Context: an optimization exercise on an open-source flow, tuned for small area and few clock cycles per item. The choices shown serve that exercise and are no tape-out recipe. Only simulation tests tie the RTL to the original design; equivalence was not proved. Power is estimated from default activity; no workload was simulated.

==> design/flow/design.v <==
package etok_pkg;
    localparam int CH_W     = 8;
    localparam int KIND_W   = 3;
    localparam int VALUE_W  = 32;
    localparam int SYMBOL_W = 8;
    localparam int MAX_FRAC_DIGITS_DEF = 9;
    localparam int INT_BITS_DEF        = 16;
    localparam logic [KIND_W-1:0] KIND_NUM   = 3'd0;
    localparam logic [KIND_W-1:0] KIND_OPER  = 3'd1;
    localparam logic [KIND_W-1:0] KIND_OPEN  = 3'd2;
    localparam logic [KIND_W-1:0] KIND_CLOSE = 3'd3;
    localparam logic [KIND_W-1:0] KIND_INVAL = 3'd4;
    localparam logic [KIND_W-1:0] KIND_END   = 3'd5;
    localparam int GUARD_W   = 25;
    localparam int ACC_W     = 18 + GUARD_W;
    localparam int FRAC_BIAS = -3;
endpackage
import etok_pkg::*;
module expression_tokenizer_unit #(
    parameter int MAX_FRAC_DIGITS = etok_pkg::MAX_FRAC_DIGITS_DEF,
    parameter int INT_BITS        = etok_pkg::INT_BITS_DEF
) (
    input  logic                      clk,
    input  logic                      rst_n,
    input  logic                      s_axis_tvalid,
    output logic                      s_axis_tready,
    input  logic [etok_pkg::CH_W-1:0] s_axis_tdata,    
    input  logic                      s_axis_tlast,    
    output logic                      m_axis_tvalid,
    input  logic                      m_axis_tready,
    output logic [39:0]               m_axis_tdata,    
    output logic [etok_pkg::KIND_W-1:0] m_axis_tuser,  
    output logic                      m_axis_tlast     
);
    logic             act_reg;       
    logic             frac_reg;      
    logic [3:0]       fcnt_reg;      
    logic [15:0]      ipart_reg;     
    logic             sat_reg;       
    logic [ACC_W-1:0] acc_reg;       
    logic [3:1]       cut_c_reg;     
    logic             hold_v_reg;
    logic             hold_end_reg;
    logic [7:0]       hold_ch_reg;
    logic [7:0] ch;
    logic [3:0] digit;
    logic       is_end, is_skip, is_digit, is_point, emit_tok, accept;
    assign ch       = s_axis_tdata;
    assign digit    = ch[3:0];
    assign is_end   = s_axis_tlast || (ch == 8'h00);
    assign is_skip  = (ch[7:5] == 3'b000) || (ch == 8'h20) || (ch == 8'h7F);
    assign is_digit = (ch[7:4] == 4'h3) && !(ch[3] && (ch[2] || ch[1]));
    assign is_point = (ch == 8'h2E) && act_reg && !frac_reg;
    assign emit_tok = is_end || !(is_skip || is_digit || is_point);
    assign s_axis_tready = !emit_tok || (m_axis_tready && !(hold_v_reg && act_reg));
    assign accept        = s_axis_tvalid && s_axis_tready;
    logic [ACC_W-1:0] weight, weight3, part_lo, part_hi;
    always_comb
    begin
        weight  = '0;
        weight3 = '0;
        if (fcnt_reg == 4'd0) begin weight = weight | 43'h6666666667; weight3 = weight3 | 43'h13333333335; end
        if (fcnt_reg == 4'd1) begin weight = weight | 43'ha3d70a3d7; weight3 = weight3 | 43'h1eb851eb85; end
        if (fcnt_reg == 4'd2) begin weight = weight | 43'h10624dd30; weight3 = weight3 | 43'h3126e9790; end
        if (fcnt_reg == 4'd3) begin weight = weight | 43'h1a36e2eb; weight3 = weight3 | 43'h4ea4a8c1; end
        if (fcnt_reg == 4'd4) begin weight = weight | 43'h29f16b1; weight3 = weight3 | 43'h7dd4413; end
        if (fcnt_reg == 4'd5) begin weight = weight | 43'h431bde; weight3 = weight3 | 43'hc9539a; end
        if (fcnt_reg == 4'd6) begin weight = weight | 43'h6b5fc; weight3 = weight3 | 43'h1421f4; end
        if (fcnt_reg == 4'd7) begin weight = weight | 43'habcd; weight3 = weight3 | 43'h20367; end
        if (fcnt_reg == 4'd8) begin weight = weight | 43'h112e; weight3 = weight3 | 43'h338a; end
    end
    logic [3:0] fdigit;
    assign fdigit = (s_axis_tvalid && !s_axis_tlast && is_digit && frac_reg
                     && !(fcnt_reg[3] && fcnt_reg[0])) ? digit : 4'd0;
    always_comb
    begin
        case (fdigit[1:0])
            2'd0:    part_lo = '0;
            2'd1:    part_lo = weight;
            2'd2:    part_lo = weight << 1;
            default: part_lo = weight3;
        endcase
        case (fdigit[3:2])
            2'd0:    part_hi = '0;
            2'd1:    part_hi = weight << 2;
            default: part_hi = weight << 3;
        endcase
    end
    localparam int CUT_1 = 11;
    localparam int CUT_2 = 22;
    localparam int CUT_3 = 33;
    logic [ACC_W-1:0] csa_s, csa_c, acc_sum;
    logic [3:1]       cut_c_next;
    always_comb
    begin
        logic c;
        csa_s = acc_reg ^ part_lo ^ part_hi;
        csa_c = ((acc_reg & part_lo) | (acc_reg & part_hi) | (part_lo & part_hi)) << 1;
        c = 1'b0;
        cut_c_next = '0;
        for (int i = 0; i < ACC_W; i++)
        begin
            if (i == CUT_1)
            begin
                cut_c_next[1] = c;
                c = cut_c_reg[1];
            end
            if (i == CUT_2)
            begin
                cut_c_next[2] = c;
                c = cut_c_reg[2];
            end
            if (i == CUT_3)
            begin
                cut_c_next[3] = c;
                c = cut_c_reg[3];
            end
            acc_sum[i] = csa_s[i] ^ csa_c[i] ^ c;
            c = (csa_s[i] & csa_c[i]) | (c & (csa_s[i] ^ csa_c[i]));
        end
    end
    logic [15:0] ipart_x5a, ipart_x5;
    logic [15:0] ipart_x10;
    logic        ipart_x5a_c, ipart_ovf;
    always_comb
    begin
        logic        c;
        logic [15:0] b;
        b = {ipart_reg[13:0], 2'b00};
        c = 1'b0;
        for (int i = 0; i < 16; i++)
        begin
            ipart_x5a[i] = ipart_reg[i] ^ b[i] ^ c;
            c = (ipart_reg[i] & b[i]) | (c & (ipart_reg[i] ^ b[i]));
        end
        ipart_x5a_c = c;
    end
    always_comb
    begin
        logic [2:0] d;
        logic       c, ones;
        d = digit[3:1];
        c = 1'b0;
        for (int i = 0; i < 3; i++)
        begin
            ipart_x5[i] = ipart_x5a[i] ^ d[i] ^ c;
            c = (ipart_x5a[i] & d[i]) | (c & (ipart_x5a[i] ^ d[i]));
        end
        ones = 1'b1;
        for (int i = 3; i < 16; i++)
        begin
            ipart_x5[i] = ipart_x5a[i] ^ (c && ones);
            ones = ones && ipart_x5a[i];
        end
        ipart_x10 = {ipart_x5[14:0], digit[0]};
        ipart_ovf = (c && ones) || ipart_x5a_c || ipart_x5[15]
                 || ipart_reg[15] || ipart_reg[14];
    end
    logic [3:0] fcnt_inc;
    assign fcnt_inc = {fcnt_reg[3] ^ (fcnt_reg[2] & fcnt_reg[1] & fcnt_reg[0]),
                       fcnt_reg[2] ^ (fcnt_reg[1] & fcnt_reg[0]),
                       fcnt_reg[1] ^ fcnt_reg[0],
                       !fcnt_reg[0]};
    always_ff @(posedge clk or negedge rst_n)
    begin
        if (!rst_n)
        begin
            act_reg  <= 1'b0;
            frac_reg <= 1'b0;
        end
        else if (accept)
        begin
            if (emit_tok)
            begin
                act_reg  <= 1'b0;
                frac_reg <= 1'b0;
            end
            else if (is_digit)
            begin
                act_reg <= 1'b1;
            end
            else if (is_point)
            begin
                frac_reg <= 1'b1;
            end
        end
    end
    always_ff @(posedge clk)
    begin
        acc_reg   <= frac_reg ? acc_sum : ACC_W'((1 << GUARD_W) + FRAC_BIAS);
        cut_c_reg <= frac_reg ? cut_c_next : 3'b000;
        if (!frac_reg)
        begin
            fcnt_reg <= 4'd0;
        end
        else if (accept && is_digit && !(fcnt_reg[3] && fcnt_reg[0]))
        begin
            fcnt_reg <= fcnt_inc;
        end
        if (accept && is_digit && !frac_reg)
        begin
            if (!act_reg)
            begin
                ipart_reg <= 16'(digit);
                sat_reg   <= 1'b0;
            end
            else
            begin
                ipart_reg <= ipart_x10;
                sat_reg   <= sat_reg || ipart_ovf;
            end
        end
    end
    logic [ACC_W-1:0] xv;        
    logic [15:0]      int_sum;
    logic             int_carry;
    logic [31:0]      num_value;
    always_comb
    begin
        logic k, ones, kin;
        k = 1'b0;
        ones = 1'b1;
        xv = '0;
        for (int i = CUT_1; i < ACC_W; i++)
        begin
            kin = k && ones;
            if (i == CUT_1 || i == CUT_2 || i == CUT_3)
            begin
                logic cc;
                cc = (i == CUT_1) ? cut_c_reg[1] : (i == CUT_2) ? cut_c_reg[2] : cut_c_reg[3];
                xv[i] = acc_reg[i] ^ kin ^ cc;
                k = (acc_reg[i] && kin) || (acc_reg[i] && cc) || (kin && cc);
                ones = 1'b1;
            end
            else
            begin
                xv[i] = acc_reg[i] ^ kin;
                ones = ones && acc_reg[i];
            end
        end
        ones = 1'b1;
        for (int i = 0; i < 16; i++)
        begin
            int_sum[i] = ipart_reg[i] ^ (xv[ACC_W-1] && ones);
            ones = ones && ipart_reg[i];
        end
        int_carry = xv[ACC_W-1] && ones;
    end
    assign num_value = (sat_reg || int_carry) ? 32'hFFFF_FFFF
                     : {int_sum, xv[ACC_W-2:GUARD_W+1]};
    logic hold_load;
    assign hold_load = accept && emit_tok && (hold_v_reg || act_reg);
    always_ff @(posedge clk or negedge rst_n)
    begin
        if (!rst_n)
        begin
            hold_v_reg <= 1'b0;
        end
        else
        begin
            hold_v_reg <= hold_load || (hold_v_reg && !m_axis_tready);
        end
    end
    always_ff @(posedge clk)
    begin
        if (hold_load)
        begin
            hold_ch_reg  <= ch;
            hold_end_reg <= is_end;
        end
    end
    logic       out_num, tok_end;
    logic [7:0] tok_ch;
    assign out_num = !hold_v_reg && act_reg;
    assign tok_ch  = hold_v_reg ? hold_ch_reg  : ch;
    assign tok_end = hold_v_reg ? hold_end_reg : is_end;
    assign m_axis_tvalid = hold_v_reg || (s_axis_tvalid && emit_tok);
    always_comb
    begin
        m_axis_tuser = KIND_INVAL;
        m_axis_tdata = {tok_ch, 32'd0};
        m_axis_tlast = 1'b1;
        if (out_num)
        begin
            m_axis_tuser = KIND_NUM;
            m_axis_tdata = {8'd0, num_value};
            m_axis_tlast = 1'b0;
        end
        else if (tok_end)
        begin
            m_axis_tuser = KIND_END;
            m_axis_tdata = '0;
        end
        else
        begin
            case (tok_ch)
                8'h2B, 8'h2A, 8'h7E, 8'h2F, 8'h5E, 8'h52, 8'h4C:
                begin
                    m_axis_tuser = KIND_OPER;
                end
                8'h28:
                begin
                    m_axis_tuser = KIND_OPEN;
                    m_axis_tdata = '0;
                end
                8'h29:
                begin
                    m_axis_tuser = KIND_CLOSE;
                    m_axis_tdata = '0;
                end
                default:
                begin
                    m_axis_tuser = KIND_INVAL;
                end
            endcase
        end
    end
endmodule
==> design/flow/flow/run.sh <==
#!/bin/bash
# Own layout flow: the standard flow (standard synthesis, ORFS floorplan to
# finish) with these changes:
# - before floorplan, every combinational cell goes to the smallest drive
#   strength of its family (flow/downsize.tcl); timing repair sizes up what
#   the period needs;
# - the port buffers that global placement inserts use the smallest buffer
#   cell instead of a delay buffer;
# - clock tree synthesis uses one buffer type in larger sink clusters,
#   without dummy loads;
# - after global routing, gates off the critical paths are sized down again.
set -euo pipefail
export PRE_FLOORPLAN_TCL="$PWD/flow/downsize.tcl"
export BUFFER_PORTS_ARGS="-buffer_cell sky130_fd_sc_hd__buf_1"
export CTS_ARGS="-sink_clustering_enable -repair_clock_nets -buf_list sky130_fd_sc_hd__clkbuf_8 -sink_clustering_size 16 -dont_use_dummy_load"
export RECOVER_POWER=100
bash standard.sh > standard.log 2>&1
==> design/flow/flow/downsize.tcl <==
# Set every combinational cell of the synthesized netlist to the smallest
# drive strength of its own cell family (same function and pins); timing
# repair later in the flow sizes up what the clock period needs. Registers,
# tie cells and anything on DONT_USE_CELLS are left alone.
set db [ord::get_db]
set block [ord::get_db_block]
set dont_use {}
if { [info exists ::env(DONT_USE_CELLS)] } {
  set dont_use $::env(DONT_USE_CELLS)
}
proc is_dont_use { name patterns } {
  foreach p $patterns {
    if { [string match $p $name] } { return 1 }
  }
  return 0
}
array set best_area {}
array set best_master {}
foreach lib [$db getLibs] {
  foreach m [$lib getMasters] {
    set n [$m getName]
    if { ![regexp {^(.*)_([0-9]+)$} $n -> base drive] } { continue }
    if { [is_dont_use $n $dont_use] } { continue }
    set a [expr { [$m getWidth] * [$m getHeight] }]
    if { ![info exists best_area($base)] || $a < $best_area($base) } {
      set best_area($base) $a
      set best_master($base) $m
    }
  }
}
set swapped 0
foreach inst [$block getInsts] {
  set m [$inst getMaster]
  set n [$m getName]
  if { [regexp {__(df|dl|sdf|edf|conb|tap|fill|decap)} $n] } { continue }
  if { ![regexp {^(.*)_([0-9]+)$} $n -> base drive] } { continue }
  if { ![info exists best_master($base)] } { continue }
  set a [expr { [$m getWidth] * [$m getHeight] }]
  if { $best_area($base) < $a } {
    $inst swapMaster $best_master($base)
    incr swapped
  }
}
puts "downsize: $swapped cells set to their smallest drive strength"
==> design/flow/standard.sh <==
#!/bin/bash
# synth_recipe.tcl (not shown) runs the flow's synth.tcl, then flattens the netlist and writes it again
# the make line also repeats each setting of config.mk as NAME=value (left out here)
make -C /OpenROAD-flow-scripts/flow DESIGN_CONFIG=/design/flow/config.mk WORK_HOME=/design/flow/orfs CLKGATE_MAP_FILE= SYNTH_SCRIPT=/design/flow/synth_recipe.tcl "${@:-finish}"
==> design/flow/config.mk <==
export PLATFORM = sky130hd
export DESIGN_NAME = expression_tokenizer_unit
export DESIGN_NICKNAME = expression_tokenizer_unit
export VERILOG_FILES = /design/flow/design.v
export SDC_FILE = /design/flow/constraint.sdc
export NUM_CORES = 4
export LEC_CHECK = 0
export ABC_AREA = 1
export CAP_MARGIN = 20
export CORE_MARGIN = 2
export CORE_UTILIZATION = 65
export SLEW_MARGIN = 20
==> design/flow/constraint.sdc <==
create_clock -name core_clock -period 10.0 [get_ports {clk}]
set_input_delay 2.0000 -clock core_clock [delete_from_list [all_inputs] [get_ports {clk}]]
set_output_delay 2.0000 -clock core_clock [all_outputs]
set_load 0.01 [all_outputs]
==> results of run 1 <==
-- how the worst min path moves through the flow --
stage / slack (ns) / endpoint / cells after the start / startpoint
6_report: 0.51 / acc_reg[42] / 1 / acc_reg[42]
5_1_grt: 0.52 / acc_reg[42] / 1 / acc_reg[42]
4_1_cts: 0.51 / acc_reg[42] / 1 / acc_reg[42]
3_5_place_dp: 0.49 / acc_reg[42] / 1 / acc_reg[42]
3_3_place_gp: 0.46 / acc_reg[42] / 1 / acc_reg[42]
2_1_floorplan: 0.44 / acc_reg[42] / 1 / acc_reg[42]
-- stage by stage --
stage	hold WS (ns)	total power, W	instance area (µm²)	utilization	worst slack, ns
finish	0.506	0.000564	7770	0.714	0.863
global route	0.522	0.000583	7770	0.714	0.455
CTS	0.509	0.000566	7790	0.716	1.03
detailed placement	0.493	0.000383	7670	0.704	0.643
global placement	0.457	0.000381	7670	0.704	0.880
floorplan	0.443	0.000368	7300	-	1.17
-- metal layers --
metal | track usage | up-vias | share of wire
met4 | 0.128 | 0 | 0.034
met2 | 0.583 | 260 | 0.49
met1 | 0.413 | 3087 | 0.42
met3 | 0.0529 | 58 | 0.057
li1 | - | 3053 | -
met5 | 0 | - | 0
-- power by group --
| group | total [W] | internal [W] | switching [W] | leakage, nW |
|---|---|---|---|---|
| Sequential | 0.000334 | 0.000332 | 0.00000169 | 0.683 |
| Clock | 0.000188 | 0.0000805 | 0.000107 | 0.0647 |
| Combinational | 0.0000425 | 0.0000127 | 0.0000299 | 3.07 |
-- critical path: cells and delay by family --
family / cells / cell delay (ns)
AOI/OAI and AO/OA: 2 / 0.58
adders and majority gates: 12 / 4.62
buffers and inverters: 9 / 1.79
and+or+nand+nor: 4 / 0.47
-- final cells by class --
cell class | instances | area (µm²)
multi-input combinational | 628 | 4610
tap | 140 | 175
clock buffer | 9 | 124
timing repair buffer | 69 | 282
fill | 851 | 3110
inverter | 194 | 728
sequential | 79 | 1860
-- placed cells by master (no fill, tap or decap), types with 6 or more instances in the layout --
| cell | n |
|---|---|
| a21oi_1 | 67 |
| buf_1 | 57 |
| buf_4 | 6 |
| clkbuf_1 | 6 |
| clkbuf_8 | 9 |
| dfxtp_1 | 50 |
| edfxtp_1 | 26 |
| fa_1 | 95 |
| ha_1 | 13 |
| inv_1 | 189 |
| nand2_1 | 153 |
| nand3_1 | 25 |
| nand4_1 | 19 |
| nor2_1 | 91 |
| nor3_1 | 9 |
| o21ai_0 | 47 |
| o221ai_1 | 6 |
| o22ai_1 | 34 |
| or2_2 | 23 |
| xor2_1 | 12 |
==> results.yml, run 1 <==
final_layout:
  diodes: 0
  drive_gt1_frac: 0.0419
  finalNonFillerCells: 1119
  nets: 1102
  largest_reg_flops: 43
cts:
  h-tree-depth: 3
  clk_pin_slew_ns: 0.08
  cts_buffer_depth: 2
  cts.sinks: 79
  hold_buffers: 0
  postCtsSetupRepairBufs: 0
  post_cts_resized: 0
  clock_latency_ns: 0.36
  cts_buffers: 9
  cts_tree: "done"
  cts_root_buf: "clkbuf_8"
die:
  die_w_um: 110
  die_h_um: 110
  start_util: 0.670
  dieArea_um2: 12100
  rows: 38
  coreArea_um2: 10900
  ios: 59
timing:
  finClkSkew_ns: 0.0220
  rsz0062_at_grt: "no"
  period_needed_ns: 9.14
  tns_ns: 0
  min_period_over_period: 0.914
  setup_viol: 0
  worstMarginPinSlew_ns: 1.06
  drv_slew: 0
  hold_viol_final: 0
  max_freq_mhz: 109
  slew_headroom: 0.290
grt:
  antenna_found_initial: 0
  grt_overflow_total: 0
  grt_max_degree: 36
  gr-usage-all-layers: 0.333
  grt_pass1_wl_mm: 30.6
  grt_pass1_vias: 6440
worst_setup_path:
  path_common_cell: "fa_1"
  setup.worst_path.end_class: "flop"
  r2r_slack_ns: 2.07
  crit_path_max_incr_delay_ns: 0.55
  startpoint_type: "input pin"
  worstReg2RegStart: "frac_reg"
  critPathMaxFanout: 17
  required_ns: 10.30
  crit_start: "s_axis_tdata[2]"
  worst-setup-path-type: "in2reg"
  endpoint: "acc_reg[32]"
  arrival_ns: 9.44
  reg2reg_to: "acc_reg[32]"
  cpMaxStageDelayCell: "fa_1"
  rr_worst_depth: 26
placement:
  gp_congestion: 0.992
  dp_cells: 1110
  port_buffers: 58
  dp_hpwl_mm: 15.0
logic_synthesis:
  syn-num-nets: 1050
  syn_inst: 929
  ys_warn_count: 1
outcome:
  status: "complete, no violations"
power_and_ir_drop:
  powerDensity_nw_per_um2: 72.5
  p_leak_nw: 3.82
  vdd.ir_drop.worst_v: 0.0000656
detailed_routing:
  wl_per_cell_um: 16.8
  vias_per_cell: 5.77
  initialDrtViolationCount: 682
  finalWirelength_mm: 18.8
  drt.antenna.violating_nets: 0
  drc: 0
  route.vias.total: 6458
  dr.pass1.iters: 5
min_path:
  hp-class: "reg2reg"
flow_run:
  drv_cap: 0
Testbench counts, summed over its fixed seeds: cycles 31,132, tokens 10,951.
==> run 2: changes to the inputs <==
--- a/design/flow/flow/run.sh
+++ b/design/flow/flow/run.sh
@@ -10,3 +10,2 @@
 #   without dummy loads;
-# - after global routing, gates off the critical paths are sized down again.
 set -euo pipefail
@@ -15,3 +14,2 @@
 export CTS_ARGS="-sink_clustering_enable -repair_clock_nets -buf_list sky130_fd_sc_hd__clkbuf_8 -sink_clustering_size 16 -dont_use_dummy_load"
-export RECOVER_POWER=100
 bash standard.sh > standard.log 2>&1
==> results.yml, run 2 <==
outcome:
  status: "complete, no violations"
final_layout:
  largest_reg_flops: 43
  diodes: 0
  drive_gt1_frac: 0.0480
  layout_common_cells: "inv_1 (188), nand2_1 (153), fa_1 (95)"
  multi_input_area_um2: 4610
  finalNonFillerCells: 1119
  seqCellArea_um2: 1860
  nets: 1102
  nFillCells: 849
  final_common_cell: "inv_1"
die:
  rows: 38
  coreArea_um2: 10900
  start_util: 0.670
  dieArea_um2: 12100
  die_w_um: 110
  ios: 59
  die_h_um: 110
grt:
  grt_pass1_wl_mm: 30.6
  grt_pass1_vias: 6440
  antenna_found_initial: 0
  grt_max_degree: 36
  grt_overflow_total: 0
  gr-usage-all-layers: 0.333
detailed_routing:
  dr.pass1.iters: 5
  finalWirelength_mm: 18.9
  initialDrtViolationCount: 627
  wl_per_cell_um: 16.9
  drt.antenna.violating_nets: 0
  route.vias.total: 6444
  vias_per_cell: 5.76
  drc: 0
placement:
  dp_cells: 1110
  gp_congestion: 0.992
  port_buffers: 58
  dp_hpwl_mm: 15.0
logic_synthesis:
  syn-num-nets: 1050
  syn_inst: 929
  ys_warn_count: 1
worst_setup_path:
  cpMaxStageDelayCell: "fa_1"
  crit_path_max_incr_delay_ns: 0.55
  setup.worst_path.end_class: "flop"
  critPathMaxFanout: 11
  worst-setup-path-type: "in2reg"
  startpoint_type: "input pin"
  path_common_cell: "fa_1"
  required_ns: 10.31
  arrival_ns: 9.34
timing:
  drv_slew: 0
  setup_viol: 0
  worstMarginPinSlew_ns: 0.982
  max_freq_mhz: 111
  tns_ns: 0
  period_needed_ns: 9.03
  min_period_over_period: 0.903
  rsz0062_at_grt: "no"
  slew_headroom: 0.344
  finClkSkew_ns: 0.0229
  hold_viol_final: 0
cts:
  cts_buffers: 9
  postCtsSetupRepairBufs: 0
  clk_pin_slew_ns: 0.08
  cts.sinks: 79
  cts_tree: "done"
  clock_latency_ns: 0.37
  cts_root_buf: "clkbuf_8"
  h-tree-depth: 3
  cts_buffer_depth: 2
  hold_buffers: 0
  post_cts_resized: 0
power_and_ir_drop:
  vdd.ir_drop.worst_v: 0.0000654
  powerDensity_nw_per_um2: 72.6
  p_leak_nw: 3.84
min_path:
  hp-class: "reg2reg"
flow_run:
  drv_cap: 0
run 2: routing by layer:
metal | global-route usage | vias to the layer above | wire length (µm)
met5 | 0 | - | 0
met4 | 0.128 | 0 | 598
met3 | 0.0529 | 53 | 1070
met2 | 0.583 | 252 | 9320
met1 | 0.413 | 3093 | 7910
li1 | - | 3046 | -
run 2: power breakdown:
| group | leakage (nW) | internal, W | switching (W) |
|---|---|---|---|
| Clock | 0.0647 | 0.0000805 | 0.000109 |
| Combinational | 3.09 | 0.0000129 | 0.0000299 |
| Sequential | 0.683 | 0.000332 | 0.00000169 |
run 2: final cells by class:
type	instances	share of cell area
Timing Repair Buffer	69	0.0385
Tap cell	140	0.0225
Sequential cell	79	0.238
Inverter	194	0.0934
Clock buffer	9	0.0159
Multi-Input combinational cell	628	0.591
run 2: through the flow:
stage                     instance area (µm²)  hold slack, ns  setup WS (ns)  total power, W  utilization
after detailed placement                 7670           0.493          0.643        0.000383        0.704
after global placement                   7670           0.457          0.880        0.000381        0.704
after global routing                     7790           0.522          0.601        0.000583        0.716
after CTS                                7790           0.509           1.03        0.000566        0.716
final                                    7790           0.506          0.968        0.000566        0.716
after floorplan                          7300           0.443           1.17        0.000368            -
run 2: worst paths after layout:
check / from / end / slack [ns] / depth (start not counted)
worst max-delay path: s_axis_tdata[2] / acc_reg[32] / 0.97 / 27
worst min-delay path: acc_reg[42] / acc_reg[42] / 0.51 / 1
worst max register to register: frac_reg / acc_reg[32] / 2.17 / 26
worst min register to register: acc_reg[42] / acc_reg[42] / 0.51 / 1
max in group asynchronous: rst_n / hold_v_reg / 8.37 / 1
min in group asynchronous: rst_n / act_reg / 1.44 / 1
run 2: critical path, delay by kind of cell:
family | cells | cell delay [ns]
adders and majority gates | 12 | 4.79
and+or+nand+nor | 5 | 1.29
buffers and inverters | 8 | 0.88
AOI/OAI and AO/OA | 2 | 0.40
==> run 3: changes to the inputs <==
--- a/design/flow/flow/run.sh
+++ b/design/flow/flow/run.sh
@@ -10,2 +10,4 @@
 #   without dummy loads;
+# - after global routing, gates off the critical paths are sized down again,
+#   and then any max slew or capacitance this leaves is repaired.
 set -euo pipefail
@@ -14,2 +16,4 @@
 export CTS_ARGS="-sink_clustering_enable -repair_clock_nets -buf_list sky130_fd_sc_hd__clkbuf_8 -sink_clustering_size 16 -dont_use_dummy_load"
+export RECOVER_POWER=100
+export POST_GLOBAL_ROUTE_TCL="$PWD/flow/repair_after_grt.tcl"
 bash standard.sh > standard.log 2>&1
==> design/flow/flow/repair_after_grt.tcl (new file) <==
# After global routing's power recovery has sized gates down: fix any max
# slew or max capacitance it left, with global-route parasitics, and route
# the nets that changed.
global_route -start_incremental
estimate_parasitics -global_routing
repair_design -slew_margin $::env(SLEW_MARGIN) -cap_margin $::env(CAP_MARGIN)
detailed_placement
global_route -end_incremental
estimate_parasitics -global_routing
report_check_types -max_slew -max_capacitance -violators
==> results.yml, run 3 <==
placement:
  port_buffers: 58
  gp_congestion: 0.992
  dp_hpwl_mm: 15.0
timing:
  setup_viol: 0
  max_freq_mhz: 109
  min_period_over_period: 0.914
  drv_slew: 0
  worstMarginPinSlew_ns: 1.06
  period_needed_ns: 9.14
  finClkSkew_ns: 0.0220
  slew_headroom: 0.290
  tns_ns: 0
  hold_viol_final: 0
detailed_routing:
  vias_per_cell: 5.77
  wl_per_cell_um: 16.8
  route.vias.total: 6458
  initialDrtViolationCount: 682
  drt.antenna.violating_nets: 0
  drc: 0
  finalWirelength_mm: 18.8
  dr.pass1.iters: 5
power_and_ir_drop:
  vdd.ir_drop.worst_v: 0.0000656
  p_sw_w: 0.000139
  power.internal_w: 0.000425
  swShare: 0.246
  p_seq_frac: 0.592
  finalPower_w: 0.000564
  pwr-share-comb: 0.075
  powerDensity_nw_per_um2: 72.5
  p_leak_nw: 3.82
  p_clk_frac: 0.333
worst_setup_path:
  crit_path_max_incr_delay_ns: 0.55
  cpMaxStageDelayCell: "fa_1"
  startpoint_type: "input pin"
  setup.worst_path.end_class: "flop"
  worstReg2RegStart: "frac_reg"
  reg2reg_to: "acc_reg[32]"
  required_ns: 10.30
  rr_worst_depth: 26
  arrival_ns: 9.44
  critPathMaxFanout: 17
  crit_family: "adder cells"
  worst-setup-path-type: "in2reg"
  path_common_cell: "fa_1"
  r2r_slack_ns: 2.07
  cp_num_buf_inv: 9
grt:
  grt_pass1_wl_mm: 30.6
  gr-usage-all-layers: 0.333
  grt_pass1_vias: 6440
  grt_max_degree: 36
  antenna_found_initial: 0
  grt_overflow_total: 0
min_path:
  hold_path_end: "acc_reg[42]"
  hp-start: "acc_reg[42]"
  hp-class: "reg2reg"
  holdPathStages: 1
outcome:
  status: "complete, no violations"
cts:
  cts_root_buf: "clkbuf_8"
  post_cts_resized: 0
  h-tree-depth: 3
  clock_latency_ns: 0.36
  cts.sinks: 79
  cts_buffer_depth: 2
  hold_buffers: 0
  clk_pin_slew_ns: 0.08
  cts_buffers: 9
  postCtsSetupRepairBufs: 0
  cts_tree: "done"
final_layout:
  layout_common_cells: "inv_1 (189), nand2_1 (153), fa_1 (95)"
  final_common_cell: "inv_1"
  largest_reg_flops: 43
  diodes: 0
  drive_gt1_frac: 0.0419
  fin_util: 0.714
  nets: 1102
die:
  die_h_um: 110
  die_w_um: 110
  dieArea_um2: 12100
  start_util: 0.670
  coreArea_um2: 10900
  rows: 38
  ios: 59
logic_synthesis:
  syn-num-nets: 1050
  ys_warn_count: 1
  syn_inst: 929
flow_run:
  drv_cap: 0
run 3: changes by cell type in the layout (fill, tap and decap cells not counted), sizes merged:
cell,delta
clkbuf,+6
buf,-6
run 3: layout make-up:
type	instances	area, µm²
flip-flops and latches	79	1860
repair buffers	69	282
inverters	194	728
fillers	851	3110
well taps	140	175
multi-input cells	628	4610
clock buffers	9	124
run 3: worst register-to-register path, stage by stage (launching register included):
cell	delay, ns
dfrtp_1	0.33
buf_4	0.35
nand2_1	0.10
a211oi_1	0.18
nand2_1	0.17
nor2_1	0.14
clkbuf_1	0.44
clkinv_1	0.43
clkbuf_1	0.42
o21ai_0	0.36
fa_1	0.26
fa_1	0.22
fa_1	0.19
inv_1	0.06
fa_1	0.45
fa_1	0.47
fa_1	0.46
fa_1	0.46
fa_1	0.49
fa_1	0.43
inv_1	0.10
fa_1	0.18
inv_1	0.06
fa_1	0.46
fa_1	0.55
nand2_1	0.06
inv_1	0.06
run 3: power by group through the flow:
stage	clock [W]	combinational (W)	sequential [W]
4_1_cts	0.000191	0.0000422	0.000333
2_1_floorplan	0	0.0000282	0.000339
3_5_place_dp	0	0.0000420	0.000341
6_report	0.000188	0.0000425	0.000334
3_3_place_gp	0	0.0000402	0.000341
run 3: routing by layer:
layer / share of wire / up-vias / global-route usage
met4: 0.034 / 0 / 0.128
met2: 0.49 / 260 / 0.583
met5: 0 / - / 0
li1: - / 3053 / -
met1: 0.42 / 3087 / 0.413
met3: 0.057 / 58 / 0.0529
run 3: through the flow:
stage	area, µm²	setup slack, ns	hold slack (ns)	cells
floorplan	7300	1.17	0.443	929
CTS	7790	1.03	0.509	1119
finish	7770	0.863	0.506	1119
global placement	7670	0.880	0.457	1110
detailed placement	7670	0.643	0.493	1110
run 3: worst max-delay path by stage:
stage / from / endpoint / slack, ns / cells past startpoint
after floorplan: s_axis_tdata[1] / acc_reg[21] / 1.17 / 28
after global placement: s_axis_tdata[2] / acc_reg[32] / 0.88 / 27
after detailed placement: s_axis_tdata[2] / acc_reg[21] / 0.64 / 25
after CTS: s_axis_tdata[2] / acc_reg[21] / 1.03 / 25
final: s_axis_tdata[2] / acc_reg[32] / 0.86 / 27
==> run 4: changes to the inputs <==
==> design/flow/flow/run.sh (replaced) <==
#!/bin/bash
# Own layout flow: the standard flow (standard synthesis, then ORFS
# floorplan to finish) with these changes:
# - after the standard synthesis, the combinational gates between its
#   registers and adder cells are mapped again by ABC for area (reabc.abc);
#   registers, adder cells and all names of registers are kept, and a Yosys
#   equivalence proof against the standard netlist must pass, else the
#   standard netlist is used;
# - before floorplan, every combinational cell goes to the smallest drive
#   strength of its family (downsize.tcl); timing repair sizes up what the
#   period needs;
# - the port buffers that global placement inserts use the smallest buffer
#   cell instead of a delay buffer;
# - clock tree synthesis uses one buffer type in larger sink clusters,
#   without dummy loads.
# Each tool's output goes to a log file of its own in this folder.
set -euo pipefail
F="$PWD/flow"
R="$PWD/orfs/results/$FLOW_PLATFORM/expression_tokenizer_unit/base"
LIB="$FLOW_HOME/platforms/$FLOW_PLATFORM/lib/sky130_fd_sc_hd__tt_025C_1v80.lib"
YOSYS="$(command -v yosys || echo "$FLOW_HOME/../tools/install/yosys/bin/yosys")"

bash standard.sh synth > synth.log 2>&1

# Map the combinational logic again, keeping registers and adder cells.
reabc() {
  cp "$R/1_2_yosys.v" std_netlist.v || return 1
  local cells
  cells=$(grep -ohE 'sky130_fd_sc_hd__\w+' std_netlist.v | sort -u \
          | grep -vE '__(dfxtp_1|edfxtp_1|dfrtp_1|fa_1|ha_1|conb_1)$' | tr '\n' ' ')
  python3 "$F/libmodels.py" "$LIB" $cells > comb_models.v || return 1
  local du="-dont_use *lpflow* -dont_use *probe* -dont_use *clkdly* -dont_use *dlygate*"
  du="$du -dont_use *dlymetal* -dont_use *clkbuf* -dont_use *clkinv*"
  "$YOSYS" -p "read_verilog -lib $F/stubs.v; read_verilog comb_models.v; read_verilog std_netlist.v;
    hierarchy -top $FLOW_TOP; flatten; delete t:\$scopeinfo; techmap; opt -fast;
    abc -liberty $LIB $du -script $F/reabc.abc; opt_clean -purge;
    write_verilog -noattr -nohex -nodec reabc_netlist.v" > reabc.log 2>&1 || return 1
  # models of every cell either netlist uses, for the proof
  cells=$(grep -ohE 'sky130_fd_sc_hd__\w+' std_netlist.v reabc_netlist.v | sort -u \
          | grep -vE '__(dfxtp_1|edfxtp_1|dfrtp_1|fa_1|ha_1|conb_1)$' | tr '\n' ' ')
  python3 "$F/libmodels.py" "$LIB" $cells > all_models.v || return 1
  cat "$F/seqmodels.v" >> all_models.v || return 1
  "$YOSYS" -p "read_verilog all_models.v; read_verilog std_netlist.v; rename $FLOW_TOP gold;
    read_verilog reabc_netlist.v; rename $FLOW_TOP gate; proc; flatten; async2sync; opt_clean;
    equiv_make gold gate equiv; hierarchy -top equiv; equiv_simple -seq 2; equiv_induct;
    equiv_status -assert" > equiv.log 2>&1 || return 1
  # same registers, same names
  diff <(grep -oE 'sky130_fd_sc_hd__(dfxtp|edfxtp|dfrtp)_1 +\S+' std_netlist.v | sort) \
       <(grep -oE 'sky130_fd_sc_hd__(dfxtp|edfxtp|dfrtp)_1 +\S+' reabc_netlist.v | sort) > regs.diff || return 1
  grep -q 'Equivalence successfully proven' equiv.log || return 1
}
if reabc; then
  echo "reabc: using the remapped netlist" > reabc.status
  cp reabc_netlist.v "$R/1_2_yosys.v"
  rm -f "$R/1_synth.odb" "$R/1_synth.sdc"
else
  echo "reabc: failed, using the standard netlist" > reabc.status
fi

export PRE_FLOORPLAN_TCL="$F/downsize.tcl"
export BUFFER_PORTS_ARGS="-buffer_cell sky130_fd_sc_hd__buf_1"
export CTS_ARGS="-sink_clustering_enable -repair_clock_nets -buf_list sky130_fd_sc_hd__clkbuf_8 -sink_clustering_size 16 -dont_use_dummy_load"
bash standard.sh > standard.log 2>&1
==> design/flow/flow/libmodels.py (new file) <==
#!/usr/bin/env python3
"""Verilog models of the combinational cells of a liberty file (function
attributes), for the cell types named on the command line.
usage: libmodels.py lib.lib cell1 cell2 ... > models.v"""
import re, sys
lib = open(sys.argv[1]).read()
want = set(sys.argv[2:])
out = []
for m in re.finditer(r'\n\s*cell \("([^"]+)"\) \{', lib):
    name = m.group(1)
    if name not in want:
        continue
    # cell body: find matching brace
    i = m.end(); depth = 1
    while depth:
        c = lib[i]
        if c == '{': depth += 1
        elif c == '}': depth -= 1
        i += 1
    body = lib[m.end():i]
    pins = []
    for pm in re.finditer(r'\n\s*pin \("([^"]+)"\) \{', body):
        j = pm.end(); d = 1
        while d:
            c = body[j]
            if c == '{': d += 1
            elif c == '}': d -= 1
            j += 1
        pb = body[pm.end():j]
        direction = re.search(r'direction : "?(\w+)"?', pb).group(1)
        fn = re.search(r'\n\s*function : "([^"]+)"', pb)
        pins.append((pm.group(1), direction, fn.group(1) if fn else None))
    ins = [p for p, d, f in pins if d == 'input']
    outs = [(p, f) for p, d, f in pins if d == 'output']
    assert all(f for p, f in outs), name
    def conv(f):
        f = f.replace('!', '~').replace('+', '|').replace('*', '&')
        # juxtaposition AND: "A B" -> "A & B"
        f = re.sub(r'(\w|\))\s+(?=[\w(~])', r'\1 & ', f)
        f = f.replace('^', '^')
        return f
    out.append('module %s (%s);\n' % (name, ', '.join(ins + [p for p, f in outs])))
    for p in ins: out.append('  input %s;\n' % p)
    for p, f in outs: out.append('  output %s;\n  assign %s = %s;\n' % (p, p, conv(f)))
    out.append('endmodule\n')
print(''.join(out))
==> design/flow/flow/reabc.abc (new file) <==
&get -n
&st
&dch -f
&nf -a -R 1000
&put
topo
==> design/flow/flow/seqmodels.v (new file) <==
module sky130_fd_sc_hd__dfxtp_1 (CLK, D, Q); input CLK, D; output reg Q; always @(posedge CLK) Q <= D; endmodule
module sky130_fd_sc_hd__edfxtp_1 (CLK, D, DE, Q); input CLK, D, DE; output reg Q; always @(posedge CLK) if (DE) Q <= D; endmodule
module sky130_fd_sc_hd__dfrtp_1 (CLK, D, RESET_B, Q); input CLK, D, RESET_B; output reg Q; always @(posedge CLK or negedge RESET_B) if (!RESET_B) Q <= 1'b0; else Q <= D; endmodule
module sky130_fd_sc_hd__fa_1 (A, B, CIN, COUT, SUM); input A, B, CIN; output COUT, SUM; assign {COUT, SUM} = A + B + CIN; endmodule
module sky130_fd_sc_hd__ha_1 (A, B, COUT, SUM); input A, B; output COUT, SUM; assign {COUT, SUM} = A + B; endmodule
module sky130_fd_sc_hd__conb_1 (HI, LO); output HI, LO; assign HI = 1'b1; assign LO = 1'b0; endmodule
==> design/flow/flow/stubs.v (new file) <==
(* blackbox *) module sky130_fd_sc_hd__dfxtp_1 (CLK, D, Q); input CLK, D; output Q; endmodule
(* blackbox *) module sky130_fd_sc_hd__edfxtp_1 (CLK, D, DE, Q); input CLK, D, DE; output Q; endmodule
(* blackbox *) module sky130_fd_sc_hd__dfrtp_1 (CLK, D, RESET_B, Q); input CLK, D, RESET_B; output Q; endmodule
(* blackbox *) module sky130_fd_sc_hd__fa_1 (A, B, CIN, COUT, SUM); input A, B, CIN; output COUT, SUM; endmodule
(* blackbox *) module sky130_fd_sc_hd__ha_1 (A, B, COUT, SUM); input A, B; output COUT, SUM; endmodule
(* blackbox *) module sky130_fd_sc_hd__conb_1 (HI, LO); output HI, LO; endmodule
removed: design/flow/flow/repair_after_grt.tcl
==> results.yml, run 4 <==
outcome:
  status: "complete, no violations"
final_layout:
  largest_reg_flops: 43
  nets: 986
  fin_area_um2: 7650
  layout_common_cells: "fa_1 (95), inv_1 (86), nand2_1 (80)"
  diodes: 0
  multi_input_area_um2: 4780
  final_common_cell: "fa_1"
  fin_util: 0.738
  drive_gt1_frac: 0.0382
  area_growth_pct: 9.93
  nFillCells: 760
  seqCellArea_um2: 1860
worst_setup_path:
  crit_path_max_incr_delay_ns: 0.51
  cpMaxStageDelayCell: "fa_1"
  r2r_slack_ns: 1.80
  critPathMaxFanout: 15
  crit_chain: "buf_1, o21ai_0, nand4_1, a2111oi_1, buf_4, nand2_1, nor2_1, fa_1, fa_1, fa_1, fa_1, fa_1, fa_1, fa_1, fa_1, fa_1, fa_1, xor2_1, o21ai_0, a21oi_1"
  worst-setup-path-type: "in2reg"
  crit_family: "adder cells"
  setup.worst_path.end_class: "flop"
  cp_num_buf_inv: 2
  path_common_cell: "fa_1"
  arrival_ns: 9.17
  required_ns: 10.27
  startpoint_type: "input pin"
die:
  coreArea_um2: 10400
  rows: 37
  dieArea_um2: 11500
  ios: 59
  die_w_um: 107
  die_h_um: 107
  start_util: 0.671
flow_run:
  drv_cap: 0
cts:
  cts.sinks: 79
  cts_buffers: 9
  postCtsSetupRepairBufs: 0
  cts_root_buf: "clkbuf_8"
  clock_latency_ns: 0.36
  hold_buffers: 0
  post_cts_resized: 0
  clk_pin_slew_ns: 0.07
  cts_tree: "done"
  cts_buffer_depth: 2
  h-tree-depth: 3
timing:
  period_needed_ns: 8.90
  tns_ns: 0
  max_freq_mhz: 112
  min_period_over_period: 0.890
  setup_viol: 0
  worstMarginPinSlew_ns: 0.904
  drv_slew: 0
  finClkSkew_ns: 0.0209
  slew_headroom: 0.397
  hold_viol_final: 0
  rsz0062_at_grt: "no"
placement:
  port_buffers: 58
  gp_congestion: 1.02
  place_area_um2: 7520
  dp_hpwl_mm: 15.6
detailed_routing:
  dr.pass1.iters: 5
  finalWirelength_mm: 20.2
  vias_per_cell: 6.45
  wl_per_cell_um: 20.2
  initialDrtViolationCount: 718
  route.vias.total: 6443
  drt.antenna.violating_nets: 0
  drc: 0
grt:
  grt_pass1_vias: 6468
  busiest_layer: "met2"
  use_met1: 0.458
  gr-usage-all-layers: 0.371
  grtUsageMet2: 0.627
  grt_max_degree: 55
  gr-usage-met3: 0.0642
  antenna_found_initial: 0
  grt_overflow_total: 0
  grt_pass1_wl_mm: 32.4
logic_synthesis:
  syn_inst: 773
  ys_warn_count: 1
  syn-num-nets: 894
  avgSynthCellArea_um2: 9.00
  netlist_area_um2: 6960
power_and_ir_drop:
  p_leak_nw: 3.21
  powerDensity_nw_per_um2: 73.9
  vdd.ir_drop.worst_v: 0.0000649
  finalPower_w: 0.000565
min_path:
  hp-class: "reg2reg"
==> run 4: final cells by class <==
class / count / area share
inverters: 86 / 0.0422
flip-flops and latches: 79 / 0.243
well taps: 136 / 0.0222
multi-input cells: 608 / 0.626
clock buffers: 9 / 0.0162
repair buffers: 81 / 0.0510
==> run 4: path summary, 6_finish.rpt <==
| kind | start | endpoint | cells after the start |
|---|---|---|---|
| min reg2reg | fcnt_reg[2] | fcnt_reg[2] | 1 |
| max in group asynchronous | rst_n | act_reg | 1 |
| max reg2reg | fcnt_reg[0] | acc_reg[32] | 24 |
| min | fcnt_reg[2] | fcnt_reg[2] | 1 |
| min in group asynchronous | rst_n | hold_v_reg | 1 |
| max | s_axis_tdata[1] | acc_reg[42] | 20 |
==> run 4: layer usage <==
layer  wire length, µm  vias up
li1                  -     2854
met1              7430     3092
met2              9980      397
met3              1660      100
met4              1100        0
met5                 0        -
==> run 4: per-stage QoR <==
step	instances	setup WS, ns	hold WS (ns)
3_3_place_gp	990	0.966	0.469
3_5_place_dp	990	0.817	0.477
6_report	999	1.10	0.489
5_1_grt	999	0.715	0.519
4_1_cts	999	1.17	0.494
2_1_floorplan	773	0.358	0.443
==> run 4: worst reg2reg max path: stages, from the launching register on <==
cell and delay (ns):
dfxtp_1 0.48, inv_1 0.11, ha_1 0.28, nand2_1 0.36, nand2_1 0.32, a21oi_1 0.61, nand2_1 0.36, a21oi_1 0.51
a21o_1 0.22, fa_1 0.24, fa_1 0.22, fa_1 0.18, inv_1 0.06, fa_1 0.45, fa_1 0.46, fa_1 0.46
fa_1 0.46, fa_1 0.46, fa_1 0.43, inv_1 0.09, fa_1 0.17, inv_1 0.07, fa_1 0.47, fa_1 0.47
and2_0 0.15
==> run 4: power breakdown <==
| part | switching (W) | total (W) | internal (W) |
|---|---|---|---|
| registers | 0.00000136 | 0.000333 | 0.000332 |
| logic | 0.0000300 | 0.0000440 | 0.0000140 |
| clock network | 0.000108 | 0.000188 | 0.0000806 |
| total | 0.000139 | 0.000565 | 0.000426 |
==> run 5: changes to the inputs <==
--- a/design/flow/config.mk
+++ b/design/flow/config.mk
@@ -8,5 +8,6 @@
 export ABC_AREA = 1
-export CAP_MARGIN = 20
+export CAP_MARGIN = 0
 export CORE_MARGIN = 2
 export CORE_UTILIZATION = 65
-export SLEW_MARGIN = 20
+export GPL_TIMING_DRIVEN = 0
+export SLEW_MARGIN = 0
==> results.yml, run 5 <==
worst_setup_path:
  arrival_ns: 9.97
  crit_path_max_incr_delay_ns: 0.52
  startpoint_type: "input pin"
  worstReg2RegStart: "frac_reg"
  setup.worst_path.end_class: "flop"
  required_ns: 10.26
  r2r_slack_ns: 1.85
  path_common_cell: "fa_1"
  cpMaxStageDelayCell: "a2111oi_4"
  worst-setup-path-type: "in2reg"
  rr_worst_depth: 22
  crit_family: "adder cells"
  critPathMaxFanout: 19
  crit_chain: "clkdlybuf4s15_2, o21ai_0, nand4_1, a2111oi_4, clkbuf_2, nand2_1, nor2_2, nand2_1, o32ai_1, fa_1, fa_1, inv_1, fa_1, fa_1, fa_1, fa_1, fa_1, fa_1, inv_1, fa_1, inv_1, fa_1, fa_1, and2_0"
  reg2reg_to: "acc_reg[32]"
  cp_num_buf_inv: 5
power_and_ir_drop:
  p_leak_nw: 3.12
  powerDensity_nw_per_um2: 75.3
  finalPower_w: 0.000568
  vdd.ir_drop.worst_v: 0.0000571
final_layout:
  largest_reg_flops: 43
  finalNonFillerCells: 978
  fin_area_um2: 7540
  layout_common_cells: "fa_1 (95), inv_1 (86), nand2_1 (76)"
  drive_gt1_frac: 0.0273
  nets: 965
  diodes: 0
  final_common_cell: "fa_1"
  area_growth_pct: 8.31
die:
  die_w_um: 107
  coreArea_um2: 10400
  rows: 37
  start_util: 0.671
  dieArea_um2: 11500
  ios: 59
  die_h_um: 107
cts:
  cts_tree: "done"
  hold_buffers: 0
  cts_buffers: 9
  clk_pin_slew_ns: 0.08
  cts_buffer_depth: 2
  h-tree-depth: 3
  cts.sinks: 79
  postCtsSetupRepairBufs: 0
  clock_latency_ns: 0.38
  cts_root_buf: "clkbuf_8"
logic_synthesis:
  avgSynthCellArea_um2: 9.00
  syn-num-nets: 894
  syn_inst: 773
  ys_warn_count: 1
  netlist_area_um2: 6960
grt:
  gr-usage-all-layers: 0.338
  grt_pass1_vias: 6163
  grt_max_degree: 55
  grt_overflow_total: 0
  grt_pass1_wl_mm: 30.0
  antenna_found_initial: 0
detailed_routing:
  initialDrtViolationCount: 683
  finalWirelength_mm: 18.4
  vias_per_cell: 6.29
  wl_per_cell_um: 18.8
  drc: 0
  route.vias.total: 6149
  dr.pass1.iters: 6
  drt.antenna.violating_nets: 0
timing:
  min_period_over_period: 0.971
  tns_ns: 0
  hold_viol_final: 0
  hold_ws_ns: 0.490
  finClkSkew_ns: 0.0187
  max_freq_mhz: 103
  rsz0062_at_grt: "no"
  drv_slew: 0
  worstMarginPinSlew_ns: 1.23
  slew_headroom: 0.170
  period_needed_ns: 9.71
  setup_viol: 0
placement:
  dp_cells: 969
  gp_congestion: 0.976
  port_buffers: 58
  place_area_um2: 7370
  dp_hpwl_mm: 13.8
min_path:
  hold_path_end: "acc_reg[42]"
  hp-start: "acc_reg[42]"
  holdPathStages: 1
  hp-class: "reg2reg"
flow_run:
  drv_cap: 0
outcome:
  status: "complete, no violations"
## run 5: layer usage
layer,GRT usage,part of all wire,routed length [µm]
met5,0,0,0
met3,0.0484,0.068,1250
met1,0.408,0.39,7220
met2,0.589,0.50,9140
met4,0.172,0.041,751
## run 5: what timing repair did
action	4_1_cts	5_1_grt
resized for setup	5	10
setup endpoints to repair	5	5
hold endpoints to repair	0	0
## run 5: worst max path at each step
stage,startpoint,end,slack (ns),depth (start not counted)
after floorplan,s_axis_tdata[1],acc_reg[21],0.36,22
after global placement,s_axis_tdata[1],acc_reg[32],-1.33,23
after detailed placement,s_axis_tdata[1],acc_reg[32],-0.78,25
after CTS,s_axis_tdata[1],acc_reg[32],0.07,25
final,s_axis_tdata[1],acc_reg[32],0.29,24
after global routing,s_axis_tdata[1],acc_reg[32],0.02,25
## run 5: layout make-up
type                       instances  area (µm²)
clock buffer                       9         124
fill                             813        2830
inverter                          86         323
multi-input combinational        608        4820
sequential                        79        1860
tap                              136         170
timing repair buffer              60         241
## run 5: per-stage QoR
stage	setup slack, ns	util
after floorplan	0.358	-
after CTS	0.0716	0.724
after global routing	0.0150	0.727
final	0.290	0.727
after detailed placement	-0.783	0.711
after global placement	-1.33	0.708
## run 5: power by group
| part | switching [W] | internal [W] | leakage, nW | total (W) |
|---|---|---|---|---|
| clock | 0.000112 | 0.0000805 | 0.0647 | 0.000193 |
| combinational | 0.0000287 | 0.0000129 | 2.37 | 0.0000416 |
| sequential | 0.00000209 | 0.000332 | 0.684 | 0.000334 |
| total | 0.000143 | 0.000425 | 3.12 | 0.000568 |
==> run 6: changes to the inputs <==
--- a/design/flow/config.mk
+++ b/design/flow/config.mk
@@ -8,3 +8,3 @@
 export ABC_AREA = 1
-export CAP_MARGIN = 0
+export CAP_MARGIN = 20
 export CORE_MARGIN = 2
@@ -12,2 +12,2 @@
 export GPL_TIMING_DRIVEN = 0
-export SLEW_MARGIN = 0
+export SLEW_MARGIN = 20
==> results.yml, run 6 <==
outcome:
  status: "complete, no violations"
worst_setup_path:
  required_ns: 10.26
  cp_num_buf_inv: 5
  startpoint_type: "input pin"
  rr_worst_depth: 24
  arrival_ns: 9.81
  crit_chain: "clkbuf_2, o21ai_0, nand4_1, a2111oi_4, and2_2, nand2b_1, o221ai_1, fa_1, inv_1, fa_1, fa_1, inv_1, fa_1, fa_1, fa_1, fa_1, fa_1, fa_1, inv_1, fa_1, inv_1, fa_1, fa_1, and2_0"
  worst-setup-path-type: "in2reg"
  cpMaxStageDelayCell: "a2111oi_4"
  crit_path_max_incr_delay_ns: 0.60
  worstReg2RegStart: "fcnt_reg[0]"
  path_common_cell: "fa_1"
  cp_num_cells: 24
  crit_start: "s_axis_tdata[1]"
  critPathMaxFanout: 19
  setup.worst_path.end_class: "flop"
  crit_family: "adder cells"
timing:
  min_period_over_period: 0.956
  hold_ws_ns: 0.479
  period_needed_ns: 9.56
  worstMarginPinSlew_ns: 1.04
  hold_viol_final: 0
  setup_viol: 0
  finClkSkew_ns: 0.0273
  slew_headroom: 0.305
  drv_slew: 0
  rsz0062_at_grt: "no"
  finalWorstSetupSlack_ns: 0.444
  max_freq_mhz: 105
grt:
  use_met1: 0.422
  grt_max_degree: 32
  grt_pass1_wl_mm: 30.1
  antenna_found_initial: 0
  gr-usage-all-layers: 0.340
  gr-usage-met3: 0.0551
  grt_pass1_vias: 6249
  grtUsageMet2: 0.590
  grt_overflow_total: 0
  busiest_layer: "met2"
logic_synthesis:
  avgSynthCellArea_um2: 9.00
  syn_inst: 773
  syn-num-nets: 894
  netlist_area_um2: 6960
  ys_warn_count: 1
min_path:
  holdPathStages: 1
  hp-class: "reg2reg"
  hp-start: "acc_reg[42]"
final_layout:
  largest_reg_flops: 43
  area_growth_pct: 8.65
  finalNonFillerCells: 980
  final_common_cell: "fa_1"
  nets: 967
  layout_common_cells: "fa_1 (95), inv_1 (86), nand2_1 (76)"
  nFillCells: 798
  drive_gt1_frac: 0.0273
  diodes: 0
die:
  rows: 37
  die_h_um: 107
  ios: 59
  coreArea_um2: 10400
  dieArea_um2: 11500
  die_w_um: 107
  start_util: 0.671
cts:
  cts_root_buf: "clkbuf_8"
  h-tree-depth: 3
  cts_buffer_depth: 2
  clk_pin_slew_ns: 0.08
  clock_latency_ns: 0.38
  cts_tree: "done"
  hold_buffers: 0
  cts.sinks: 79
  cts_buffers: 9
flow_run:
  drv_cap: 0
detailed_routing:
  vias_per_cell: 6.31
  dr.pass1.iters: 5
  drt.antenna.violating_nets: 0
  wl_per_cell_um: 18.7
  route.vias.total: 6181
  initialDrtViolationCount: 649
  drc: 0
  finalWirelength_mm: 18.4
placement:
  dp_hpwl_mm: 13.9
  port_buffers: 58
  gp_congestion: 0.976
  dp_cells: 969
  place_ws_ns: -0.741
power_and_ir_drop:
  p_leak_nw: 3.13
  powerDensity_nw_per_um2: 75.0
  vdd.ir_drop.worst_v: 0.0000496
## run 6: routing by layer
layer | share of wire | up-vias | routed length [µm]
met2 | 0.50 | 326 | 9140
met1 | 0.39 | 2980 | 7200
met4 | 0.039 | 0 | 710
li1 | - | 2809 | -
met5 | 0 | - | 0
met3 | 0.071 | 66 | 1300
## run 6: area by class of cell
cell class                 instances  area, µm²  share of cell area
sequential                        79       1860               0.246
tap                              136        170              0.0225
inverter                          86        323              0.0427
clock buffer                       9        124              0.0164
multi-input combinational        608       4820               0.637
timing repair buffer              62        269              0.0356
## run 6: per-stage QoR
stage	instance area [µm²]	setup TNS, ns	util	power, W
2_1_floorplan	6960	0	-	0.000364
3_3_place_gp	7350	-11.27	0.708	0.000378
3_5_place_dp	7390	-3.25	0.713	0.000381
4_1_cts	7530	0	0.726	0.000568
5_1_grt	7560	0	0.729	0.000585
6_report	7560	0	0.729	0.000567
## run 6: worst paths after layout
| kind | slack (ns) | to |
|---|---|---|
| worst max-delay path | 0.44 | acc_reg[32] |
| worst min-delay path | 0.48 | acc_reg[42] |
| worst max register to register | 1.95 | acc_reg[32] |
| worst min register to register | 0.48 | acc_reg[42] |
| max in group asynchronous | 8.44 | act_reg |
| min in group asynchronous | 1.40 | hold_v_reg |
## run 6: where the power goes
| part | switching (W) | internal, W | total (W) |
|---|---|---|---|
| sequential | 0.00000211 | 0.000332 | 0.000334 |
| combinational | 0.0000287 | 0.0000127 | 0.0000414 |
| clock | 0.000111 | 0.0000805 | 0.000192 |
| total | 0.000142 | 0.000425 | 0.000567 |
## run 6: repair_timing
action	CTS	global route
setup buffers	0	2
endpoints found under the hold margin	0	0
gates resized for setup	2	9
pin swaps	0	1
setup endpoints to repair	4	6
==> run 7: changes to the inputs <==
--- a/design/flow/flow/run.sh
+++ b/design/flow/flow/run.sh
@@ -61,3 +61,3 @@
 export BUFFER_PORTS_ARGS="-buffer_cell sky130_fd_sc_hd__buf_1"
-export CTS_ARGS="-sink_clustering_enable -repair_clock_nets -buf_list sky130_fd_sc_hd__clkbuf_8 -sink_clustering_size 16 -dont_use_dummy_load"
+export CTS_ARGS="-repair_clock_nets -buf_list sky130_fd_sc_hd__clkbuf_8 -dont_use_dummy_load"
 bash standard.sh > standard.log 2>&1
==> results.yml, run 7 <==
outcome:
  status: "complete, no violations"
power_and_ir_drop:
  p_leak_nw: 3.13
  finalPower_w: 0.000567
  powerDensity_nw_per_um2: 75.0
  vdd.ir_drop.worst_v: 0.0000496
final_layout:
  seqCellArea_um2: 1860
  final_common_cell: "fa_1"
  drive_gt1_frac: 0.0273
  diodes: 0
  area_growth_pct: 8.65
  multi_input_area_um2: 4820
  fin_util: 0.729
  nets: 967
  layout_common_cells: "fa_1 (95), inv_1 (86), nand2_1 (76)"
  largest_reg_flops: 43
  nFillCells: 798
flow_run:
  drv_cap: 0
timing:
  rsz0062_at_grt: "no"
  min_period_over_period: 0.956
  drv_slew: 0
  max_freq_mhz: 105
  tns_ns: 0
  period_needed_ns: 9.56
  slew_headroom: 0.305
  finClkSkew_ns: 0.0273
  hold_viol_final: 0
  hold_ws_ns: 0.479
  setup_viol: 0
  worstMarginPinSlew_ns: 1.04
worst_setup_path:
  crit_chain: "clkbuf_2, o21ai_0, nand4_1, a2111oi_4, and2_2, nand2b_1, o221ai_1, fa_1, inv_1, fa_1, fa_1, inv_1, fa_1, fa_1, fa_1, fa_1, fa_1, fa_1, inv_1, fa_1, inv_1, fa_1, fa_1, and2_0"
  setup.worst_path.end_class: "flop"
  cpMaxStageDelayCell: "a2111oi_4"
  startpoint_type: "input pin"
  path_common_cell: "fa_1"
  crit_family: "adder cells"
  critPathMaxFanout: 19
  required_ns: 10.26
  arrival_ns: 9.81
  cp_num_buf_inv: 5
  worst-setup-path-type: "in2reg"
  crit_path_max_incr_delay_ns: 0.60
logic_synthesis:
  avgSynthCellArea_um2: 9.00
  syn-num-nets: 894
  ys_warn_count: 1
  syn_inst: 773
  netlist_area_um2: 6960
detailed_routing:
  finalWirelength_mm: 18.4
  wl_per_cell_um: 18.7
  dr.pass1.iters: 5
  route.vias.total: 6181
  initialDrtViolationCount: 649
  vias_per_cell: 6.31
  drt.antenna.violating_nets: 0
  drc: 0
die:
  coreArea_um2: 10400
  die_w_um: 107
  start_util: 0.671
  ios: 59
  rows: 37
  dieArea_um2: 11500
  die_h_um: 107
cts:
  cts_root_buf: "clkbuf_8"
  cts.sinks: 79
  clk_pin_slew_ns: 0.08
  h-tree-depth: 3
  cts_buffers: 9
  cts_tree: "done"
  hold_buffers: 0
  cts_buffer_depth: 2
  clock_latency_ns: 0.38
grt:
  grt_overflow_total: 0
  grt_max_degree: 32
  grt_pass1_vias: 6249
  grt_pass1_wl_mm: 30.1
  antenna_found_initial: 0
  gr-usage-all-layers: 0.340
min_path:
  hp-class: "reg2reg"
placement:
  dp_hpwl_mm: 13.9
  port_buffers: 58
  gp_congestion: 0.976
run 7: final timing paths:
path / to / startpoint / slack [ns] / cells past startpoint
worst min-delay path: acc_reg[42] / acc_reg[42] / 0.48 / 1
max in group asynchronous: act_reg / rst_n / 8.44 / 1
worst max register to register: acc_reg[32] / fcnt_reg[0] / 1.95 / 24
worst min register to register: acc_reg[42] / acc_reg[42] / 0.48 / 1
worst max-delay path: acc_reg[32] / s_axis_tdata[1] / 0.44 / 24
min in group asynchronous: hold_v_reg / rst_n / 1.40 / 1
run 7: layer usage:
metal	GRT usage	up-vias	part of all wire
li1	-	2809	-
met3	0.0551	66	0.071
met4	0.144	0	0.039
met1	0.422	2980	0.39
met2	0.590	326	0.50
met5	0	-	0
run 7: final cells by class:
type                    count  area share
multi-input cells         608       0.637
clock buffers               9      0.0164
inverters                  86      0.0427
well taps                 136      0.0225
flip-flops and latches     79       0.246
repair buffers             62      0.0356
run 7: metrics by stage:
| step | std cells | cell area [µm²] | setup slack (ns) |
|---|---|---|---|
| global route | 980 | 7560 | 0.114 |
| CTS | 978 | 7530 | 0.0485 |
| detailed placement | 969 | 7390 | -0.741 |
| floorplan | 773 | 6960 | 0.358 |
| global placement | 967 | 7350 | -1.33 |
| finish | 980 | 7560 | 0.444 |
run 7: repair_timing:
action / CTS / global route
resized for setup: 2 / 9
buffers inserted: 0 / 2
endpoints found under the hold margin: 0 / 0
endpoints found under the setup margin: 4 / 6
pin swaps: 0 / 1
run 7: report_power, final:
| part | internal [W] | total (W) | switching, W |
|---|---|---|---|
| clock network | 0.0000805 | 0.000192 | 0.000111 |
| logic | 0.0000127 | 0.0000414 | 0.0000287 |
| registers | 0.000332 | 0.000334 | 0.00000211 |
| total | 0.000425 | 0.000567 | 0.000142 |
run 7: worst register-to-register path, delay by kind of cell, from the launching register on:
family	cells	cell delay (ns)
flip-flops	1	0.52
AO/OA/AOI/OAI	3	1.17
buffers and inverters	4	0.32
adder cells (fa/ha/maj)	13	4.74
AND/OR/NAND/NOR	4	1.17
==> run 8: changes to the inputs <==
--- a/design/flow/flow/run.sh
+++ b/design/flow/flow/run.sh
@@ -61,3 +61,3 @@
 export BUFFER_PORTS_ARGS="-buffer_cell sky130_fd_sc_hd__buf_1"
-export CTS_ARGS="-repair_clock_nets -buf_list sky130_fd_sc_hd__clkbuf_8 -dont_use_dummy_load"
+export CTS_ARGS="-sink_clustering_enable -repair_clock_nets -buf_list sky130_fd_sc_hd__clkbuf_16 -sink_clustering_size 40 -sink_clustering_max_diameter 200 -dont_use_dummy_load"
 bash standard.sh > standard.log 2>&1
==> results.yml, run 8 <==
flow_run:
  drv_cap: 0
cts:
  cts_tree: "done"
  cts_root_buf: "clkbuf_16"
  clock_latency_ns: 0.35
  cts.sinks: 79
  cts_buffers: 9
  h-tree-depth: 3
  cts_buffer_depth: 2
  clk_pin_slew_ns: 0.06
final_layout:
  fin_util: 0.740
  drive_gt1_frac: 0.0284
  layout_common_cells: "fa_1 (95), inv_1 (86), nand2_1 (76)"
  nets: 968
  final_common_cell: "fa_1"
  area_growth_pct: 10.2
  diodes: 0
  fin_area_um2: 7670
  largest_reg_flops: 43
worst_setup_path:
  path_common_cell: "fa_1"
  cpMaxStageDelayCell: "fa_1"
  crit_family: "adder cells"
  worst-setup-path-type: "in2reg"
  crit_path_max_incr_delay_ns: 0.49
  cp_num_buf_inv: 6
  arrival_ns: 9.81
  setup.worst_path.end_class: "flop"
  required_ns: 10.22
  r2r_slack_ns: 1.91
  critPathMaxFanout: 19
  startpoint_type: "input pin"
grt:
  grt_max_degree: 32
  grt_pass1_wl_mm: 30.6
  gr-usage-all-layers: 0.345
  grt_pass1_vias: 6306
  grt_overflow_total: 0
  antenna_found_initial: 0
die:
  rows: 37
  dieArea_um2: 11500
  die_w_um: 107
  die_h_um: 107
  start_util: 0.671
  ios: 59
  coreArea_um2: 10400
timing:
  max_freq_mhz: 104
  slew_headroom: 0.373
  tns_ns: 0
  hold_viol_final: 0
  rsz0062_at_grt: "no"
  worstMarginPinSlew_ns: 0.941
  drv_slew: 0
  finClkSkew_ns: 0.0151
  setup_viol: 0
  min_period_over_period: 0.959
  period_needed_ns: 9.59
detailed_routing:
  drt.antenna.violating_nets: 0
  finalWirelength_mm: 18.6
  wl_per_cell_um: 19.0
  vias_per_cell: 6.33
  initialDrtViolationCount: 734
  drc: 0
  route.vias.total: 6210
  dr.pass1.iters: 6
outcome:
  status: "complete, no violations"
logic_synthesis:
  netlist_area_um2: 6960
  syn_inst: 773
  avgSynthCellArea_um2: 9.00
  syn-num-nets: 894
  ys_warn_count: 1
power_and_ir_drop:
  powerDensity_nw_per_um2: 85.5
  p_leak_nw: 3.18
  vdd.ir_drop.worst_v: 0.0000713
  finalPower_w: 0.000655
placement:
  gp_congestion: 0.976
  place_area_um2: 7390
  dp_hpwl_mm: 13.9
  port_buffers: 58
min_path:
  hp-class: "reg2reg"
[run 8: cell types whose count changed in the layout (fill, tap and decap cells not counted)]
| cell | previous run | this run |
|---|---|---|
| clkbuf_16 | 0 | 9 |
| clkbuf_8 | 9 | 0 |
| buf_4 | 3 | 4 |
| o21ai_0 | 59 | 58 |
| o21ai_1 | 1 | 2 |
[run 8: area by class of cell]
| class | count | area (µm²) |
|---|---|---|
| clock buffer | 9 | 225 |
| fill | 769 | 2700 |
| inverter | 86 | 323 |
| multi-input combinational | 608 | 4820 |
| sequential | 79 | 1860 |
| tap | 136 | 170 |
| timing repair buffer | 63 | 277 |
[run 8: metrics by stage]
stage / hold slack [ns] / setup WS, ns / instances
finish: 0.478 / 0.411 / 981
floorplan: 0.443 / 0.358 / 773
global placement: 0.451 / -1.33 / 967
CTS: 0.476 / 0.0275 / 978
global route: 0.513 / 0.115 / 981
detailed placement: 0.469 / -0.741 / 969
[run 8: where the power goes]
part / switching [W] / internal, W
clock network: 0.000121 / 0.000158
registers: 0.00000212 / 0.000332
logic: 0.0000290 / 0.0000127
total: 0.000153 / 0.000503
[run 8: repair_timing]
item,in CTS,in global routing
gates cloned,0,0
resized for setup,4,8
hold buffers,0,0
setup endpoints to repair,6,6
buffers inserted,0,3
pin swaps,1,1
[run 8: routing by layer]
metal  share of wire  GRT usage
met5               0          0
met4           0.041      0.165
met3           0.073     0.0454
met2            0.50      0.600
met1            0.38      0.426
[run 8: final timing paths]
kind	startpoint	endpoint	cells past startpoint
setup / recovery	s_axis_tdata[1]	acc_reg[32]	25
hold / removal	acc_reg[42]	acc_reg[42]	1
setup reg to reg	fcnt_reg[0]	acc_reg[32]	24
hold reg to reg	acc_reg[42]	acc_reg[42]	1
max in group asynchronous	rst_n	frac_reg	1
min in group asynchronous	rst_n	hold_v_reg	1

## separate check: timing with driven ports
In the flow no input, the clock included, has a driving cell. The finished layouts below were timed again as built, in two steps.
Step 1 (the two cells are an assumption about what drives the block):
set clk [get_ports {clk}]
set_driving_cell -lib_cell sky130_fd_sc_hd__clkbuf_16 $clk
set_driving_cell -lib_cell sky130_fd_sc_hd__buf_2 [delete_from_list [all_inputs] $clk]
Step 2 moves the port delays by t, midway between the first and last clock arrival at a register: inputs arrive t later, outputs are due t later. That takes back most of the time a late clock gives input paths.
Three values: ideal ports, drivers, drivers and shift; two values: the first two.
| run | t, ns | setup slack, ns | worst register clock-pin slew, ns | pins driven straight from the clock port |
|---|---|---|---|---|
| run 1 | 0.390 | 0.863 / 0.878 / 0.488 | 0.09 / 0.09 | 1 |
| run 2 | 0.396 | 0.968 / 0.983 / 0.586 | 0.09 / 0.09 | 1 |
| run 3 | 0.390 | 0.863 / 0.878 / 0.488 | 0.09 / 0.09 | 1 |
| run 4 | 0.379 | 1.100 / 1.108 / 0.729 | 0.08 / 0.08 | 1 |
| run 5 | 0.404 | 0.290 / 0.304 / -0.100 | 0.08 / 0.08 | 1 |
| run 6 | 0.404 | 0.444 / 0.458 / 0.054 | 0.09 / 0.09 | 1 |
| run 7 | 0.404 | 0.444 / 0.458 / 0.054 | 0.09 / 0.09 | 1 |
| run 8 | 0.377 | 0.411 / 0.427 / 0.051 | 0.07 / 0.07 | 1 |
With both steps, setup timing fails in run 5, where it was met with ideal ports.
